What follows belongs to an exercise in optimizing a design on an open flow for small area, a short achievable clock period and few clock cycles per item; a production flow would make more cautious choices. Only simulation tests tie the RTL to the original design; equivalence was not proved. Power and IR-drop figures of this design are not reliable: the tool's default activity estimate is inflated in some of its runs.

==> job 5611 <==
// asin_top
module asin_top
(
    input  logic        clock,
    input  logic        i_rst,
    input  logic        i_valid,
    output logic        o_ready,
    input  logic [31:0] i_x,
    output logic        o_valid,
    input  logic        i_ready,
    output logic [31:0] o_asin
);
clock: 27.0 ns
lec_check: 0
abc_area: 1
cap_margin: 20
core_margin: 2
core_utilization: 55
cts_cluster_diameter: 120
cts_cluster_size: 24
place_density: 0.65
slew_margin: 20
synth_hierarchical: 1
synth_minimum_keep_size: 0
standard.sh (not shown) runs the stock make flow with config.mk's settings and CLKGATE_MAP_FILE= SYNTH_SCRIPT=/design/flow/synth_recipe.tcl, a recipe that flattens the netlist after the stock synthesis.
==> flow/flow/run.sh <==
#!/bin/bash
# The standard layout (the standard.sh, which also runs the standard
# synthesis), with two changes to how it is made:
#  - the timing repair after floorplan, CTS and global routing is asked to
#    leave setup slack well beyond what the clock needs (flow/margin.txt, ns),
#    so the layout runs faster than the constraint requires;
#  - the port buffers are sky130_fd_sc_hd__buf_2 rather than the delay
#    buffer buffer_ports picks on its own.
# The clock period and every constraint stay the design's own.
# The full make output goes to standard_flow.log here; ORFS keeps each
# tool's log under orfs/logs.
set -euo pipefail
MARGIN=$(cat flow/margin.txt)
bash standard.sh SETUP_SLACK_MARGIN="$MARGIN" \
    BUFFER_PORTS_ARGS="-buffer_cell sky130_fd_sc_hd__buf_2" finish > standard_flow.log 2>&1
==> flow/flow/margin.txt <==
20.6
==> inputs of job 5570, as changes to job 5611 <==
--- a/flow/design.v
+++ b/flow/design.v
@@ -2406,16 +2406,28 @@
     logic        skid_h;
     logic [31:0] skid_x;
     logic        head_mode;
     logic        accept;
     logic        r_free;
     logic        deliver;
     logic        recirc;
     logic        head_mode_d;
+    logic [7:0]  es0;
+    logic [7:0]  es1;
+    logic [23:0] s_sml;
+    logic        s_top;
+    always_comb
+    begin
+        es0 = al6[7:0];
+        es1 = al6[7:0] + 8'd1;
+        s_sml = al6[17] ? {1'b1, q6[22:0]} : {1'b1, c6[22:0]};
+        s_sml = al6[16] ? 24'd0 : s_sml >> al6[12:8];
+        s_top = add24(al6[17] ? {1'b1, c6[22:0]} : {1'b1, q6[22:0]}, s_sml, 1'b0) >> 24;
+    end
     logic [24:0] m3sum;
     logic [24:0] m5sum;
     assign m3sum   = add24(m3x, m3y, m3c);
     assign m5sum   = add24(m5x, m5y, m5c);
     logic [23:0] d3_q;
     logic [1:0]  d3_r;
     logic [23:0] d5_q;
     logic [2:0]  d5_r;
@@ -2490,13 +2502,13 @@
         t5  <= fmul3(fnorm(m5s, m5e, ~m5sum[23:0], m5z));
         x6  <= x5;
         c6  <= c5;
         q6  <= q6_d;
         al6 <= falign_z(c5[30:0] == '0, q6_d[30:0] == '0, c5[30:23], fdiv40_exp(t5));
         za6 <= c5[30:0] == '0;
         x7  <= x6;
         s7  <= s7_d;
-        al7 <= falign_z(x6[30:0] == '0, s7_d[30:0] == '0, x6[30:23], s7_d[30:23]);
+        al7 <= falign_z(x6[30:0] == '0, s7_d[30:0] == '0, x6[30:23], s_top ? es1 : es0);
         za7 <= x6[30:0] == '0;
         o_asin <= o_asin_d;
     end
 endmodule
==> flow/config.mk (replaced) <==
export PLATFORM = sky130hd
export DESIGN_NAME = asin_top
export DESIGN_NICKNAME = asin_top
export VERILOG_FILES = /design/flow/design.v
export SDC_FILE = /design/flow/constraint.sdc
export NUM_CORES = 4
export LEC_CHECK = 0
export ABC_AREA = 1
export CAP_MARGIN = 10
export CORE_MARGIN = 2
export CORE_UTILIZATION = 60
export CTS_BUF_LIST = sky130_fd_sc_hd__clkbuf_8
export PLACE_DENSITY = 0.7
export SLEW_MARGIN = 10
export SYNTH_HIERARCHICAL = 1
export SYNTH_MINIMUM_KEEP_SIZE = 0
==> inputs of job 2000, as changes to job 5611 <==
--- a/flow/design.v
+++ b/flow/design.v
@@ -2406,16 +2406,28 @@
     logic        skid_h;
     logic [31:0] skid_x;
     logic        head_mode;
     logic        accept;
     logic        r_free;
     logic        deliver;
     logic        recirc;
     logic        head_mode_d;
+    logic [7:0]  es0;
+    logic [7:0]  es1;
+    logic [23:0] s_sml;
+    logic        s_top;
+    always_comb
+    begin
+        es0 = al6[7:0];
+        es1 = al6[7:0] + 8'd1;
+        s_sml = al6[17] ? {1'b1, q6[22:0]} : {1'b1, c6[22:0]};
+        s_sml = al6[16] ? 24'd0 : s_sml >> al6[12:8];
+        s_top = add24(al6[17] ? {1'b1, c6[22:0]} : {1'b1, q6[22:0]}, s_sml, 1'b0) >> 24;
+    end
     logic [24:0] m3sum;
     logic [24:0] m5sum;
     assign m3sum   = add24(m3x, m3y, m3c);
     assign m5sum   = add24(m5x, m5y, m5c);
     logic [23:0] d3_q;
     logic [1:0]  d3_r;
     logic [23:0] d5_q;
     logic [2:0]  d5_r;
@@ -2490,13 +2502,13 @@
         t5  <= fmul3(fnorm(m5s, m5e, ~m5sum[23:0], m5z));
         x6  <= x5;
         c6  <= c5;
         q6  <= q6_d;
         al6 <= falign_z(c5[30:0] == '0, q6_d[30:0] == '0, c5[30:23], fdiv40_exp(t5));
         za6 <= c5[30:0] == '0;
         x7  <= x6;
         s7  <= s7_d;
-        al7 <= falign_z(x6[30:0] == '0, s7_d[30:0] == '0, x6[30:23], s7_d[30:23]);
+        al7 <= falign_z(x6[30:0] == '0, s7_d[30:0] == '0, x6[30:23], s_top ? es1 : es0);
         za7 <= x6[30:0] == '0;
         o_asin <= o_asin_d;
     end
 endmodule
==> flow/config.mk (replaced) <==
export PLATFORM = sky130hd
export DESIGN_NAME = asin_top
export DESIGN_NICKNAME = asin_top
export VERILOG_FILES = /design/flow/design.v
export SDC_FILE = /design/flow/constraint.sdc
export NUM_CORES = 4
export LEC_CHECK = 0
export ABC_AREA = 1
export CAP_MARGIN = 20
export CORE_MARGIN = 2
export CORE_UTILIZATION = 55
export PLACE_DENSITY = 0.65
export SLEW_MARGIN = 20
export SYNTH_HIERARCHICAL = 1
export SYNTH_MINIMUM_KEEP_SIZE = 0
==> qor summary <==
Clock network fraction of design power: job 5570 4.1%; job 2000 4.5%; job 5611 2.6%
Worst setup slack after placement: job 5570 19.95 ns; job 2000 19.96 ns; job 5611 19.91 ns
Invs w/o clock: job 5570 752; job 2000 751; job 5611 781
DRT Wirelength: job 5570 198 mm; job 2000 199 mm; job 5611 198 mm
Combinational Power Share: job 5570 87.7%; job 2000 87.7%; job 5611 89.1%
Result of the run: job 5570 finished clean; job 2000 finished clean; job 5611 finished clean
Total track usage: job 5570 32.9%; job 2000 30.4%; job 5611 30.0%
Clock transition time at the flip-flop clock pins of the worst setup and hold paths: job 5570 0.07 ns; job 2000 0.06 ns; job 5611 0.10 ns
Final-layout non-clock buffer area share: job 5570 2.05%; job 2000 2.24%; job 5611 2.15%
Multi-input combinational cell area: job 5570 51,500 µm²; job 2000 51,600 µm²; job 5611 51,300 µm²
Cell Area, Placed: job 5570 73,100 µm²; job 2000 73,300 µm²; job 5611 73,200 µm²
Uppermost layer routed: job 5570 met5; job 2000 met4; job 5611 met5
Avg Vias per Cell: job 5570 5.67; job 2000 5.56; job 5611 5.55
Testbench counts of job 5611, summed over its fixed seeds: cycles 4,872, items 4,800.
Testbench counts of job 5570, summed over its fixed seeds: cycles 4,872, items 4,800.
Testbench counts of job 2000, summed over its fixed seeds: cycles 4,872, items 4,800.

[static timing again, ports no longer ideal]
The flow's constraints put no driver on any port. The routed layouts listed below were extracted and timed again, unchanged, in two steps. Step 1, drivers: a clkbuf_16 drives clock and a buf_2 each remaining input, both assumed. Step 2 also shifts input and output timing later by t, the mid clock arrival at the registers, as if the neighbouring blocks saw the same clock. Three values: no drivers, after step 1, after step 2; two values: the first two.
| run | shift t [ns] | setup WS [ns] | hold WS [ns] | worst setup path after step 2 | clock arrival spread, ns |
|---|---|---|---|---|---|
| job 5611 | 0.707 | 20.481 / 20.408 / 20.186 | 0.297 / 0.297 / 0.297 | input to register | 0.045 / 0.045 |
| job 5570 | 0.895 | 20.303 / 20.231 / 19.942 | 0.303 / 0.303 / 0.303 | input to register | 0.057 / 0.057 |
| job 2000 | 0.765 | 20.420 / 20.341 / 20.526 | 0.294 / 0.294 / 0.294 | input to register | 0.085 / 0.084 |
After both steps setup and hold are still met in every run listed. For job 5570, which loses most, drivers alone change the setup slack by -0.072 ns; drivers and shift together by -0.361 ns.
